Context: an optimization exercise on an open-source flow, tuned for small area, a short achievable clock period and few clock cycles per item. The choices shown serve that exercise and are no tape-out recipe.
In this exercise RTL edits were held to simulation tests only and were not proved equivalent to the original.
Power figures rest on the tool's default switching activity, not on a simulated workload.

[flow/config.mk]
export PLATFORM = sky130hd
export DESIGN_NAME = two_phase_lock_table_with_deadlock_check_core
export DESIGN_NICKNAME = two_phase_lock_table_with_deadlock_check_core
export VERILOG_FILES = /design/flow/design.v
export SDC_FILE = /design/flow/constraint.sdc
export NUM_CORES = 8
export LEC_CHECK = 0
export ABC_AREA = 1
export CAP_MARGIN = 30
export CORE_MARGIN = 2
export CORE_UTILIZATION = 40
export SETUP_SLACK_MARGIN = 4.3
export SLEW_MARGIN = 20
[flow/constraint.sdc]
create_clock -name core_clock -period 9.0 [get_ports {clk_i}]
set_input_delay 1.8000 -clock core_clock [delete_from_list [all_inputs] [get_ports {clk_i}]]
set_output_delay 1.8000 -clock core_clock [all_outputs]
set_load 0.01 [all_outputs]
[flow/design.v]
package tpl_pkg;
  localparam int TxnSlotsDef    = 16;
  localparam int LockEntriesDef = 64;
  localparam int KeyBitsDef     = 32;
  localparam logic [6:0] RetryReset = 7'd100;
  localparam logic [2:0] CmdBegin  = 3'd0;
  localparam logic [2:0] CmdLockSh = 3'd1;
  localparam logic [2:0] CmdLockEx = 3'd2;
  localparam logic [2:0] CmdUnlock = 3'd3;
  localparam logic [2:0] CmdEnd    = 3'd4;
  localparam logic [2:0] StDone    = 3'd0;
  localparam logic [2:0] StBlocked = 3'd1;
  localparam logic [2:0] StRetry   = 3'd2;
  localparam logic [2:0] StNotHeld = 3'd3;
  localparam logic [2:0] StFull    = 3'd4;
  typedef struct packed {
    logic [2:0]  cmd;
    logic [3:0]  txn_id;
    logic [31:0] record_key;
  } req_t;
  typedef struct packed {
    logic       ok;
    logic [2:0] status;
    logic       deadlock_found;
    logic       victim_valid;
    logic [3:0] victim_slot;
  } rsp_t;
  typedef struct packed {
    logic set_live;
    logic clr_slot;
    logic add_edges;
    logic reach_start;
  } wfg_ctl_t;
endpackage
module two_phase_lock_table_with_deadlock_check_core #(
  parameter int TXN_SLOTS    = tpl_pkg::TxnSlotsDef,
  parameter int LOCK_ENTRIES = tpl_pkg::LockEntriesDef,
  parameter int KEY_BITS     = tpl_pkg::KeyBitsDef
) (
  input  logic          clk_i,
  input  logic          rst_ni,
  input  logic          start_i,
  output logic          busy_o,
  input  logic [38:0]   req_i,
  output logic          done_o,
  output logic [9:0]    rsp_o,
  input  logic          psel,
  input  logic          penable,
  input  logic          pwrite,
  input  logic [2:0]    paddr,
  input  logic [31:0]   pwdata,
  output logic [31:0]   prdata,
  output logic          pready
);
  localparam int N  = LOCK_ENTRIES;
  localparam int T  = TXN_SLOTS;
  localparam int SW = $clog2(TXN_SLOTS);
  localparam int KB = KEY_BITS;
  localparam int NS = 8;          
  localparam int SP = N / NS;     
  localparam int AS = 2;          
  localparam int RS = 2;          
  logic [N-1:0][KB-1:0] key_q;
  logic [N-1:0][T-1:0]  smn_q;    
  logic [N-1:0]         ov_q;
  logic [N-1:0][SW-1:0] os_q;
  logic [T-1:0][T-1:0]  row_q;    
  logic [T-1:0]         live_q;
  logic                 busy_q, init_q, x_v, s_v, done_q, pend_q, dph_q, stw_q, full_q;
  logic [2:0]           s_cmd;
  logic [SW-1:0]        x_t, s_t;
  logic [T-1:0]         x_dt;
  logic                 x_beg, x_sh, x_ex, x_unl, x_end;
  logic [KB-1:0]        x_key, s_key;
  logic [N-1:0]         x_hk;
  logic [SW-1:0]        dl_t, v_q;
  logic [T-1:0]         dl_dt, dv_q, reach_q;
  logic                 dl_sh;
  logic [N-1:0]         dl_e;
  logic [9:0]           rsp_q;
  logic [6:0]           maxr_q;
  assign pready = 1'b1;
  assign prdata = paddr[2] ? 32'd0 : {25'd0, maxr_q};
  always_ff @(posedge clk_i or negedge rst_ni) begin
    if (!rst_ni) begin
      maxr_q <= tpl_pkg::RetryReset;
    end else if (psel && penable && pwrite && !paddr[2]) begin
      maxr_q <= pwdata[6:0];
    end
  end
  logic [N-1:0][T-1:0] sm;
  logic [N-1:0]        used, hk_eff, hit;
  logic                x_go, dla, dlb;
  assign x_go = x_v && !pend_q;
  assign dla  = pend_q && !dph_q;
  assign dlb  = pend_q && dph_q;
  always_comb begin
    for (int i = 0; i < N; i++) begin
      sm[i]     = ~smn_q[i];
      used[i]   = ov_q[i] | ~(&smn_q[i]);
      hk_eff[i] = x_hk[i];
    end
    for (int i = 0; i < N; i++) begin
      hit[i]  = hk_eff[i] & used[i];
    end
  end
  logic          rd_ov;
  logic [SW-1:0] rd_os;
  logic [T-1:0]  rd_sm;
  logic          found;
  always_comb begin
    rd_ov = 1'b0;
    rd_os = '0;
    rd_sm = '0;
    for (int i = 0; i < N; i++) begin
      rd_ov = rd_ov | (hk_eff[i] & ov_q[i]);
      rd_os = rd_os | ((hk_eff[i] & ov_q[i]) ? os_q[i] : SW'(0));
      rd_sm = rd_sm | (hk_eff[i] ? sm[i] : T'(0));
    end
  end
  assign found = rd_ov || (|rd_sm);
  logic [T-1:0] dos, others, edges;
  logic         x_lock, own, shr, oth_nz, grant_sh, upgrade, blocked;
  assign x_lock   = x_sh | x_ex;
  assign own      = rd_ov && (rd_os == x_t);
  assign shr      = |(rd_sm & x_dt);
  assign others   = rd_sm & ~x_dt;
  assign oth_nz   = |others;
  assign dos      = rd_ov ? (T'(1) << rd_os) : T'(0);
  assign grant_sh = !rd_ov || own;
  assign upgrade  = !rd_ov && !oth_nz;
  logic [N-1:0] blk_e;
  assign blocked  = x_lock && (|blk_e);
  assign edges    = x_sh ? dos : (dos | others);
  logic [NS-1:0] st_free, alloc_sel, alloc_do;
  logic          any_free_st, full, st_wait, lk_new;
  logic [NS-1:0] st_free_q, below;
  assign st_free = st_free_q;
  always_comb begin
    for (int k = 0; k < NS; k++) begin
      below[k] = 1'b0;
      for (int j = 0; j < k; j++) begin
        below[k] = below[k] | st_free[j];
      end
    end
    alloc_sel = st_free & ~below;
  end
  assign any_free_st = |st_free;
  assign full        = &used;
  assign st_wait     = x_lock && !any_free_st && !(stw_q && full_q);
  assign lk_new      = x_go && x_lock && !found && any_free_st;
  assign alloc_do    = lk_new ? alloc_sel : '0;
  logic [T-1:0] anc, anc_prev;
  logic         anc_conv, dlk, pend_set, x_fin;
  always_comb begin
    anc = '0;
    for (int u = 0; u < T; u++) begin
      anc[u] = |(row_q[u] & x_dt);
    end
    anc_prev = anc;
    for (int s = 0; s < AS; s++) begin
      anc_prev = anc;
      for (int u = 0; u < T; u++) begin
        anc[u] = anc[u] | (|(row_q[u] & anc_prev));
      end
    end
  end
  assign anc_conv = (anc == anc_prev);
  assign dlk      = (rd_ov && anc[rd_os]) || |(((x_ex ? rd_sm : '0) | x_dt) & anc);
  assign x_fin    = x_go && !st_wait;
  assign pend_set = x_fin && blocked && (dlk || !anc_conv);
  logic [T-1:0]  rprev, rk, cand;
  logic          r_conv, r_cyc, has;
  logic [SW-1:0] vic;
  always_comb begin
    rprev = reach_q;
    rk    = reach_q;
    for (int s = 0; s < RS; s++) begin
      rprev = rk;
      for (int j = 0; j < T; j++) begin
        if (rprev[j]) rk = rk | row_q[j];
      end
    end
    cand = (rk | dl_dt) & live_q;
    vic  = '0;
    for (int j = 0; j < T; j++) begin
      if (cand[j]) vic = SW'(j);
    end
  end
  assign r_conv = (rk == rprev);
  assign r_cyc  = rk[dl_t];
  assign has    = |cand;
  logic [N-1:0] pass_e;
  logic         pass, rg_ok;
  assign pass  = |(dl_e & pass_e);
  assign rg_ok = dlb && (maxr_q != 7'd0);
  logic dla_done, dla_go_b;
  assign dla_done = dla && r_conv && (!r_cyc || !has);
  assign dla_go_b = dla && r_conv && r_cyc && has;
  logic          col_clr, m_all, m_hit, p_hit, ov_set_hit, ov_clr_hit;
  logic [T-1:0]  dclr, dset, omask;
  logic [SW-1:0] cslot, oslot;
  assign col_clr    = (x_go && x_end) || dlb;
  assign cslot      = dlb ? v_q : x_t;
  assign oslot      = dlb ? dl_t : x_t;
  assign dclr       = init_q ? {T{1'b1}} : (dlb ? dv_q : x_dt);
  assign dset       = dlb ? dl_dt : x_dt;
  assign omask      = dclr;    
  assign m_all      = init_q || col_clr;
  logic sh_go, ex_go, unl_go;
  assign sh_go      = x_fin && x_sh;
  assign ex_go      = x_fin && x_ex;
  assign unl_go     = x_go && x_unl;
  logic [N-1:0][T-1:0]  nx_smn;
  logic [N-1:0]         nx_ov;
  logic [N-1:0][SW-1:0] nx_os;
  always_comb begin
    for (int i = 0; i < N; i++) begin
      logic m_i, p_i, clr_i, set_i, own_i, oth_i, up_i, rg_i;
      own_i     = ov_q[i] && (os_q[i] == cslot);
      oth_i     = |(sm[i] & ~omask);
      up_i      = !ov_q[i] && !oth_i;
      pass_e[i] = (!ov_q[i] || own_i) && (dl_sh || !oth_i);
      blk_e[i]  = hit[i] && (x_sh ? (ov_q[i] && !own_i) : !(own_i || up_i));
      rg_i      = dl_e[i] && rg_ok && pass_e[i];
      m_i   = m_all || (hit[i] && ((ex_go && up_i) || (unl_go && !own_i)));
      p_i   = (hit[i] && sh_go && (!ov_q[i] || own_i)) || (rg_i && dl_sh);
      clr_i = init_q || (col_clr && own_i) || (hit[i] && unl_go && own_i);
      set_i = (hit[i] && ex_go && up_i) || (rg_i && !dl_sh);
      for (int k = 0; k < NS; k++) begin
        if (i == (k*SP + N - 1) % N) begin
          p_i   = p_i || (alloc_do[k] && x_sh);
          set_i = set_i || (alloc_do[k] && x_ex);
        end
      end
      nx_smn[i] = ~({T{p_i}} & dset) & (({T{m_i}} & dclr) | smn_q[i]);
      nx_ov[i]  = (ov_q[i] && !clr_i) || set_i;
      nx_os[i]  = set_i ? oslot : os_q[i];
    end
  end
  always_ff @(posedge clk_i) begin
    for (int j = 0; j < N; j++) begin
      key_q[j] <= key_q[(j + N - 1) % N];
      smn_q[j] <= nx_smn[(j + N - 1) % N];
      ov_q[j]  <= nx_ov[(j + N - 1) % N];
      os_q[j]  <= nx_os[(j + N - 1) % N];
    end
    for (int k = 0; k < NS; k++) begin
      if (st_free[k]) begin
        key_q[k*SP] <= x_key;
      end
    end
  end
  logic add_edges;
  assign add_edges = x_fin && blocked;
  always_ff @(posedge clk_i) begin
    for (int a = 0; a < T; a++) begin
      if (init_q) begin
        row_q[a] <= '0;
      end else if (col_clr) begin
        if (a == int'(cslot)) begin
          row_q[a] <= '0;
        end else begin
          row_q[a][cslot] <= 1'b0;
        end
      end else if (add_edges && (a == int'(x_t))) begin
        row_q[a] <= row_q[a] | edges;
      end
    end
    if (init_q) begin
      live_q <= '0;
    end else if (col_clr) begin
      live_q[cslot] <= 1'b0;
    end else if (x_go && x_beg) begin
      live_q[x_t] <= 1'b1;
    end
  end
  logic       run_ok;
  logic [2:0] run_st;
  always_comb begin
    run_ok = 1'b0;
    run_st = tpl_pkg::StDone;
    if (x_beg || x_end) begin
      run_ok = 1'b1;
    end else if (x_unl) begin
      run_ok = own || shr;
      run_st = (own || shr) ? tpl_pkg::StDone : tpl_pkg::StNotHeld;
    end else if (x_lock) begin
      if (!found) begin
        run_ok = any_free_st;
        run_st = any_free_st ? tpl_pkg::StDone : tpl_pkg::StFull;
      end else begin
        run_ok = !blocked;
        run_st = blocked ? tpl_pkg::StBlocked : tpl_pkg::StDone;
      end
    end
  end
  logic [9:0] rsp_d;
  logic       done_d;
  always_comb begin
    if (dla) begin
      rsp_d = {1'b0, tpl_pkg::StBlocked, r_cyc, 5'b0};
    end else if (dlb) begin
      rsp_d = {!pass ? 1'b0 : (maxr_q != 7'd0),
               !pass ? tpl_pkg::StBlocked : ((maxr_q != 7'd0) ? tpl_pkg::StDone : tpl_pkg::StRetry),
               1'b1, 1'b1, 4'(v_q)};
    end else begin
      rsp_d = {run_ok, run_st, 6'b0};
    end
  end
  assign done_d = (x_fin && !pend_set) || dla_done || dlb;
  logic          accept, x_free, x_load;
  logic [N-1:0]  s_hk;
  logic          sk_s, sk_r;
  logic [2:0]    ld_cmd;
  logic [SW-1:0] ld_t;
  logic [N-1:0]  hk_in;
  logic          sk_in;
  assign busy_o  = busy_q;
  assign accept  = start_i && !busy_q;
  assign x_free  = !x_v || x_fin;
  assign x_load  = x_free && (s_v || accept);
  assign ld_cmd  = s_v ? s_cmd : req_i[38:36];
  assign ld_t    = s_v ? s_t : req_i[35:32];
  assign sk_r    = (req_i[KB-1:0] == x_key);
  assign sk_s    = (s_key == x_key);
  assign sk_in   = s_v ? sk_s : sk_r;
  always_comb begin
    for (int i = 0; i < N; i++) begin
      hk_in[i] = (key_q[i] == req_i[KB-1:0]);
    end
  end
  always_ff @(posedge clk_i or negedge rst_ni) begin
    if (!rst_ni) begin
      init_q  <= 1'b1;
      busy_q  <= 1'b1;
      x_v     <= 1'b0;
      s_v     <= 1'b0;
      done_q  <= 1'b0;
      pend_q  <= 1'b0;
      dph_q   <= 1'b0;
      stw_q   <= 1'b0;
    end else begin
      stw_q   <= x_go && st_wait;
      init_q  <= 1'b0;
      x_v     <= x_load || (x_v && !x_fin);
      s_v     <= (s_v && !x_free) || (accept && !x_free);
      busy_q  <= (s_v && !x_free) || (accept && !x_free);
      done_q  <= done_d;
      pend_q  <= pend_set || (pend_q && !dla_done && !dlb);
      dph_q   <= dla_go_b;
    end
  end
  always_ff @(posedge clk_i) begin
    if (!s_v) begin
      s_cmd <= req_i[38:36];
      s_t   <= req_i[35:32];
      s_key <= req_i[31:0];
      for (int i = 0; i < N; i++) begin
        s_hk[(i + 1) % N] <= hk_in[i];
      end
    end else begin
      for (int i = 0; i < N; i++) begin
        s_hk[(i + 1) % N] <= s_hk[i];
      end
    end
    if (x_load) begin
      x_t   <= ld_t;
      x_dt  <= T'(1) << ld_t;
      x_beg <= (ld_cmd == tpl_pkg::CmdBegin);
      x_sh  <= (ld_cmd == tpl_pkg::CmdLockSh);
      x_ex  <= (ld_cmd == tpl_pkg::CmdLockEx);
      x_unl <= (ld_cmd == tpl_pkg::CmdUnlock);
      x_end <= (ld_cmd == tpl_pkg::CmdEnd);
      x_key <= s_v ? s_key : req_i[KB-1:0];
      for (int i = 0; i < N; i++) begin
        x_hk[(i + 1) % N] <= s_v ? s_hk[i] : hk_in[i];
      end
      for (int k = 0; k < NS; k++) begin
        if (alloc_do[k]) x_hk[k*SP] <= sk_in;
      end
    end else begin
      for (int i = 0; i < N; i++) begin
        x_hk[(i + 1) % N] <= hk_eff[i];
      end
    end
    if (!pend_q) begin
      dl_t    <= x_t;
      dl_dt   <= x_dt;
      dl_sh   <= x_sh;
      reach_q <= row_q[x_t] | edges;
      for (int i = 0; i < N; i++) begin
        dl_e[(i + 1) % N] <= hit[i];
      end
    end else begin
      if (dla) begin
        reach_q <= rk;
      end
      for (int i = 0; i < N; i++) begin
        dl_e[(i + 1) % N] <= dl_e[i];
      end
    end
    if (dla) begin
      v_q  <= vic;
      dv_q <= T'(1) << vic;
    end
    rsp_q  <= rsp_d;
    for (int k = 0; k < NS; k++) begin
      st_free_q[k] <= !used[(k*SP + N - 2) % N];
    end
    full_q <= full;
  end
  assign done_o = done_q;
  assign rsp_o  = rsp_q;
endmodule
[flow/run.sh]
#!/bin/bash
# synth_recipe.tcl (not shown) runs the flow's synth.tcl, then flattens the netlist and writes it again
# the make line also repeats each setting of config.mk as NAME=value (left out here)
make -C /OpenROAD-flow-scripts/flow DESIGN_CONFIG=/design/flow/config.mk WORK_HOME=/design/flow/orfs CLKGATE_MAP_FILE= SYNTH_SCRIPT=/design/flow/synth_recipe.tcl finish
==> results.cfg, run 1 <==
[timing]
slew_viol_final = 0
period_share_pct = 58.20
worst_pin_slew_ns = 1.377
timing_hold_violations_final = 0
skew_ns = 0.1462
fmax_mhz = 190.9
slew_headroom_pct = 8.175
period_minus_slack_ns = 5.238
finalSetupTns_ns = 0
worst_slack_ns = 3.762
setup_viol = 0
rsz0062_at_grt = yes

[global_route]
grt_max_degree = 84
track_usage_pct = 59.71
grt_pass1_wl_um = 1816000
grt_pass1_vias = 187596
antenna_found_initial = 304
overflow = 0

[yosys]
synth.distinct_cells = 73
synth-main-ff-cell = dfxtp_1
synthCells = 23635
synth_top_area_cell = dfxtp_1
synth_top_cell_area_share_pct = 43.48
synth_seq_area_share_pct = 45.59
synth_edf_count = 114
synth_area_leaders = dfxtp_1 (43%), nand2_1 (9.8%), a21oi_1 (6.8%)
syn_area_um2 = 180200
async_flop_share_pct = 0.3710
yosys_warnings = 1
post_synth.cell_area_avg_um2 = 7.625
ys_ff_latch = 4043

[setup_path]
end_kind = flip-flop
worstSetupPathType = reg -> reg
required_ns = 9.88
arrival_ns = 6.12
path_max_fanout = 5
start_kind = flip-flop

[route]
drc_errors = 0
vias = 218855
drtPass1Iterations = 27
drtIter0Drc = 47435
wl_per_cell_um = 47.03
vias_per_cell = 7.118
wl_um = 1446000
postRouteAntennaNets = 0

[pwr]
leakage_nw = 92.85
ir_drop_mv = 0.2947
power_density_nw_per_um2 = 416.5

[floorplanning]
dieHeight_um = 675.2
pin_count = 125
start_util_pct = 40.16
core-area_um2 = 448800
rows = 246
dieArea_um2 = 455900
die_w_um = 675.2

[final_layout]
layout_common_cells = nand2_1 (4569), dfxtp_1 (3867), a21oi_1 (2423)
area_growth_syn_to_layout_pct = 20.63
drive_gt1_share_pct = 13.53
nets = 24182
final_common_cell = nand2_1
num-fill-cells = 43674
instances_no_fill = 30748

[placement]
dp_slack_ns = 1.945
hpwlAfterDp_um = 1040000
place.port_buffers = 71
place_inst = 29097
finalWeightedCongestion = 1.232

[job]
maxCapViolations = 0

[clocking]
cts_buffers = 433
worst_skew_pair.late_latency_ns = 1.15
cts_sinks = 4043
tritoncts = yes
hold_buffers = 0
htreeDepth = 5
cts_max_path_buffers = 4
clockRootBuffer = clkbuf_16
path_clk_slew_ns = 0.07

[status]
status = no timing/DRC/antenna violations

[worst_hold_path]
hold_class = reg -> reg
flip-flops by register name (all words and copies together), names as in the netlist, 32 cells and up:
| register | flops |
|---|---|
| dl_e | 64 |
| key_q | 2048 |
| os_q | 256 |
| ov_q | 64 |
| row_q | 256 |
| s_hk | 64 |
| s_key | 32 |
| smn_q | 1024 |
| x_hk | 64 |
| x_key | 32 |
layout make-up:
| cell class | instances | area [µm²] | share of cell area (%) |
|---|---|---|---|
| multi-input combinational | 16234 | 88810 | 40.86 |
| sequential | 4043 | 82240 | 37.83 |
| timing repair buffer | 1479 | 15300 | 7.038 |
| clock buffer | 595 | 12360 | 5.684 |
| inverter | 1896 | 7616 | 3.504 |
| tap | 5952 | 7447 | 3.426 |
| clock inverter | 194 | 2700 | 1.242 |
| antenna | 353 | 883.3 | 0.4064 |
| timing repair inverter | 2 | 22.52 | 0.01036 |
metrics by stage:
stage                     instance area (µm²)  total power, mW  hold slack (ns)  util, %
final                                  217400            90.54           0.2940    48.44
after global routing                   216900            89.59           0.3008    48.33
after CTS                              211600            83.78           0.2842    47.16
after detailed placement               190900            61.44           0.3367    42.54
after global placement                 189800            61.29           0.3341    42.28
after floorplan                        180300            42.16           0.3308        -
kinds of logic after synthesis:
family          count (synthesis)  share of synthesized area, %
mux                            31                        0.1937
other cells                     2                      0.004167
flops                        4043                         45.59
buf+inv                      3398                         7.487
simple gates                 8613                         20.14
fa+ha+maj                      13                       0.09026
compound gates               6361                         20.79
xor+xnor                     1174                         5.706
cells in the mapped netlist, types with 117 or more instances:
| master | n |
|---|---|
| nand2_1 | 4700 |
| dfxtp_1 | 3914 |
| a21oi_1 | 2433 |
| nor2_1 | 1982 |
| inv_1 | 1811 |
| o21ai_0 | 1513 |
| o22ai_1 | 1044 |
| clkbuf_1 | 928 |
| xor2_1 | 879 |
| nand3_1 | 543 |
| nand4_1 | 461 |
| nor4_1 | 337 |
| buf_2 | 318 |
| nor3_1 | 296 |
| xnor2_1 | 295 |
| o211ai_1 | 191 |
| o2111ai_1 | 188 |
| buf_1 | 183 |
| or2_2 | 158 |
| a221oi_1 | 120 |
| a211oi_1 | 117 |
power breakdown:
| group | leakage (nW) | total, mW | internal, mW | switching [mW] |
|---|---|---|---|---|
| clock | 7.36 | 19.4 | 10.9 | 8.50 |
| sequential | 33.8 | 29.8 | 23.6 | 6.20 |
| combinational | 51.7 | 41.3 | 10.5 | 30.8 |
per-layer routing:
metal / vias up / track usage [%] / part of all wire (%)
met1: 105097 / 69.54 / 35
met3: 7027 / 39.31 / 19
met4: 213 / 47.56 / 11
li1: 81980 / - / -
met5: - / 15.87 / 0.76
met2: 24538 / 73.37 / 35
critical path, cell delays in order (launching register included):
cell and delay (ns):
dfxtp_1 1.03, o22ai_1 0.51, nor4_1 0.33, and3_1 0.52, nand2_1 0.38, nor2_4 0.30
nand4_1 0.12, nor2_1 0.12, and3_4 0.29, nand2_4 0.08, inv_4 0.10, nand4_1 0.27
nand2_2 0.36, inv_1 0.32, o31ai_1 0.26
repair_timing:
action	CTS	global route
endpoints found under the setup margin	1683	674
cloned	14	33
setup buffers	280	156
pin swaps	100	132
gates resized for setup	712	519
path summary, 6_finish.rpt:
| path | start | end | slack (ns) | cells past startpoint |
|---|---|---|---|---|
| hold / removal | key_q[1587]$_DFF_P_ | key_q[1619]$_DFF_P_ | 0.29 | 0 |
| setup reg to reg | smn_q[526]$_DFF_P_ | ov_q[48]$_DFF_P_ | 3.76 | 14 |
| setup / recovery | smn_q[526]$_DFF_P_ | ov_q[48]$_DFF_P_ | 3.76 | 14 |
| hold reg to reg | key_q[1587]$_DFF_P_ | key_q[1619]$_DFF_P_ | 0.29 | 0 |
| min in group asynchronous | rst_ni | maxr_q[0]$_DFFE_PN0P_ | 0.54 | 1 |
| max in group asynchronous | rst_ni | busy_q$_DFF_PN1_ | 7.80 | 2 |
Testbench counts, summed over its fixed seeds: cycles 12,603, items 12,000.
==> run 2: changes to the inputs <==
--- a/flow/config.mk
+++ b/flow/config.mk
@@ -9,5 +9,6 @@
 export CAP_MARGIN = 30
 export CORE_MARGIN = 2
 export CORE_UTILIZATION = 40
-export SETUP_SLACK_MARGIN = 4.3
+export PLACE_DENSITY = 0.45
+export SETUP_SLACK_MARGIN = 4.5
 export SLEW_MARGIN = 20
==> run 2 against run 1 <==
- still clean
- power grew 0.11%
- synthesized cell count stayed put
- via count shrank 2.3%
- sequential share of layout area is 0.40 points lower
- non-clock buffer count grew 26
- hold slack better by 0.0055 ns
- final area up 1.0%
- die area is the same
- utilization rose by 0.50 points
- critical path depth stayed put
- global-route usage down 2.4 points
- final cell count decreased by 0.30%
- critical path type unchanged
==> results.cfg, run 2 <==
[status]
status = no timing/DRC/antenna violations

[final_layout]
instances_no_fill = 30656
layout_common_cells = nand2_1 (4569), dfxtp_1 (3887), a21oi_1 (2414)
largestRegisters = key_q x2048, smn_q x1024
largest-register = key_q
nets = 24217
largest_register_ffs = 2048
final_common_cell = nand2_1
drive_gt1_share_pct = 13.83
multi_input_area_um2 = 89430
num-fill-cells = 44121
regArea_um2 = 82220
final_area_um2 = 219600
area_growth_syn_to_layout_pct = 21.87

[yosys]
synth_area_leaders = dfxtp_1 (43%), nand2_1 (9.8%), a21oi_1 (6.8%)
post_synth.cell_area_avg_um2 = 7.625
ys_ff_latch = 4043
synth_edf_count = 114
synth_top_area_cell = dfxtp_1
synth_commonest_cells = nand2_1 (4700), dfxtp_1 (3914), a21oi_1 (2433)
synth.distinct_cells = 73
synth_top_cell_area_share_pct = 43.48
syn_area_um2 = 180200
yosys_warnings = 1
synth-main-ff-cell = dfxtp_1
async_flop_share_pct = 0.3710
synth_seq_area_share_pct = 45.59
synthCells = 23635
yosysMostFrequentCell = nand2_1

[setup_path]
worstSetupPathType = reg -> reg
arrival_ns = 5.89
rr_startpoint = smn_q[270]$_DFF_P_
r2r_cells = 14
r2r_slack_ns = 3.97
required_ns = 9.87
timing.rr.end = smn_q[519]$_DFF_P_
path_max_fanout = 6
end_kind = flip-flop
start_kind = flip-flop

[route]
wl_um = 1404000
postRouteAntennaNets = 0
vias = 213819
drtIter0Drc = 45149
wl_per_cell_um = 45.80
drc_errors = 0
drtPass1Iterations = 13
vias_per_cell = 6.975

[clocking]
cts_sinks = 4043
cts_max_path_buffers = 4
htreeDepth = 5
hold_buffers = 0
clockRootBuffer = clkbuf_16
tritoncts = yes
cts_buffers = 439
path_clk_slew_ns = 0.07
worst_skew_pair.late_latency_ns = 1.16

[floorplanning]
rows = 246
die_w_um = 675.2
core-area_um2 = 448800
pin_count = 125
dieHeight_um = 675.2
start_util_pct = 40.16
dieArea_um2 = 455900

[placement]
hpwlAfterDp_um = 1002000
place_inst = 29046
dp_slack_ns = 2.490
finalWeightedCongestion = 1.210
place.port_buffers = 71
place_area_um2 = 190600

[pwr]
swShare_pct = 49.80
ir_drop_mv = 0.3201
switchingPower_mw = 45.14
leakage_nw = 93.99
clockPowerShare_pct = 21.6
p_seq_share_pct = 33.0
power_density_nw_per_um2 = 412.7
combinationalPowerShare_pct = 45.3
internal_power_mw = 45.50

[timing]
period_share_pct = 55.84
fmax_mhz = 199.0
hold_ws_ns = 0.2995
worst_slack_ns = 3.975
slew_viol_final = 0
skew_ns = 0.1432
timing_hold_violations_final = 0
slew_headroom_pct = 10.03
period_minus_slack_ns = 5.025
finalSetupTns_ns = 0
setup_viol = 0
worst_pin_slew_ns = 1.348
rsz0062_at_grt = yes

[global_route]
grt_pass1_vias = 183119
grt_max_degree = 136
antenna_found_initial = 224
track_usage_pct = 57.30
grt_pass1_wl_um = 1755000
overflow = 0

[worst_hold_path]
hold_depth = 0
worstHoldStart = key_q[1400]$_DFF_P_
hold_end = key_q[1432]$_DFF_P_
hold_class = reg -> reg

[job]
maxCapViolations = 0
## run 2: cell counts after synthesis
No cell type changed its count.
## run 2: through the flow
| step | total power, mW | utilization (%) |
|---|---|---|
| 2_1_floorplan | 42.15 | - |
| 3_3_place_gp | 60.69 | 42.17 |
| 3_5_place_dp | 60.87 | 42.47 |
| 4_1_cts | 84.03 | 47.36 |
| 5_1_grt | 89.95 | 48.86 |
| 6_report | 90.64 | 48.94 |
## run 2: logic make-up after synthesis
group	synth area share (%)
AO/OA/AOI/OAI	20.79
XOR/XNOR	5.706
adder cells (fa/ha/maj)	0.09026
buffers and inverters	7.487
flip-flops	45.59
multiplexers	0.1937
other	0.004167
AND/OR/NAND/NOR	20.14
## run 2: worst max-delay path by stage
stage                         endpoint             startpoint  slack (ns)
finish              smn_q[519]$_DFF_P_     smn_q[270]$_DFF_P_        3.97
global route        row_q[166]$_DFF_P_       pend_q$_DFF_PN0_        4.21
CTS                   pend_q$_DFF_PN0_  reach_q[13]$_DFFE_PP_        4.43
detailed placement   row_q[41]$_DFF_P_       pend_q$_DFF_PN0_        2.49
global placement     row_q[41]$_DFF_P_       pend_q$_DFF_PN0_        2.02
floorplan             x_hk[55]$_DFF_P_              req_i[24]        5.00
## run 2: what timing repair did
item                                     CTS  global route
endpoints found under the setup margin  1666          1181
buffers inserted                         266           197
pin swaps                                117           179
gates resized for setup                  821           596
gates cloned                              35            68
## run 2: power by group through the flow
stage	sequential, mW	combinational, mW	clock (mW)
2_1_floorplan	26.5	15.6	0
3_3_place_gp	29.9	30.8	0
3_5_place_dp	29.8	31.0	0
4_1_cts	29.4	35.3	19.4
5_1_grt	30.0	39.9	20.1
6_report	29.9	41.1	19.6
## run 2: area by class of cell
class	instances	share of cell area, %
repair buffers	1505	7.836
multi-input cells	16238	40.72
repair inverters	1	0.007406
clock buffers	621	5.772
clock inverters	181	1.150
diodes	219	0.2495
flip-flops and latches	4043	37.44
well taps	5952	3.391
inverters	1896	3.437
## run 2: layer usage
metal	wire length [µm]	track usage (%)	vias up
met5	9368	8.121	-
met3	249300	34.67	6725
met2	504000	72.79	22603
li1	-	-	81831
met4	156700	48.36	189
met1	484600	66.23	102471
## run 2: critical path: stages, from the launching register on
cell       delay (ns)
dfxtp_1          0.55
o22ai_1          0.44
a221oi_4         0.69
o2111ai_1        0.46
nor2_2           0.40
nand2_1          0.16
nor2_4           0.38
nand4_1          0.15
nor2_1           0.22
and3_4           0.33
nand4_1          0.25
o211ai_4         0.30
buf_12           0.19
buf_4            0.15
a21oi_1          0.13

[re-timing with driven ports]
The flow's constraints put no driver on any port. The routed layouts listed below were extracted and timed again, unchanged, in two steps.
Step 1 assumes that a clkbuf_16 drives the clock port and a buf_2 every other input.
Step 2 also shifts input and output timing later by t, the mid clock arrival at the registers, as if the neighbouring blocks saw the same clock.
Slacks: ideal ports / drivers / drivers and shift; pairs: ideal ports / drivers.
run	t, ns	setup WS [ns]	worst register clock-pin slew, ns	worst data-port slew with drivers (ns)	pins driven straight from the clock port
run 1	1.218	3.762 / 3.762 / 2.990	0.08 / 0.08	0.10	1
run 2	1.222	3.975 / 3.975 / 3.232	0.07 / 0.07	0.28	1
After both steps setup and hold are still met in every run listed. For run 1, which loses most, drivers alone change the setup slack by 0.000 ns; drivers and shift together by -0.772 ns.
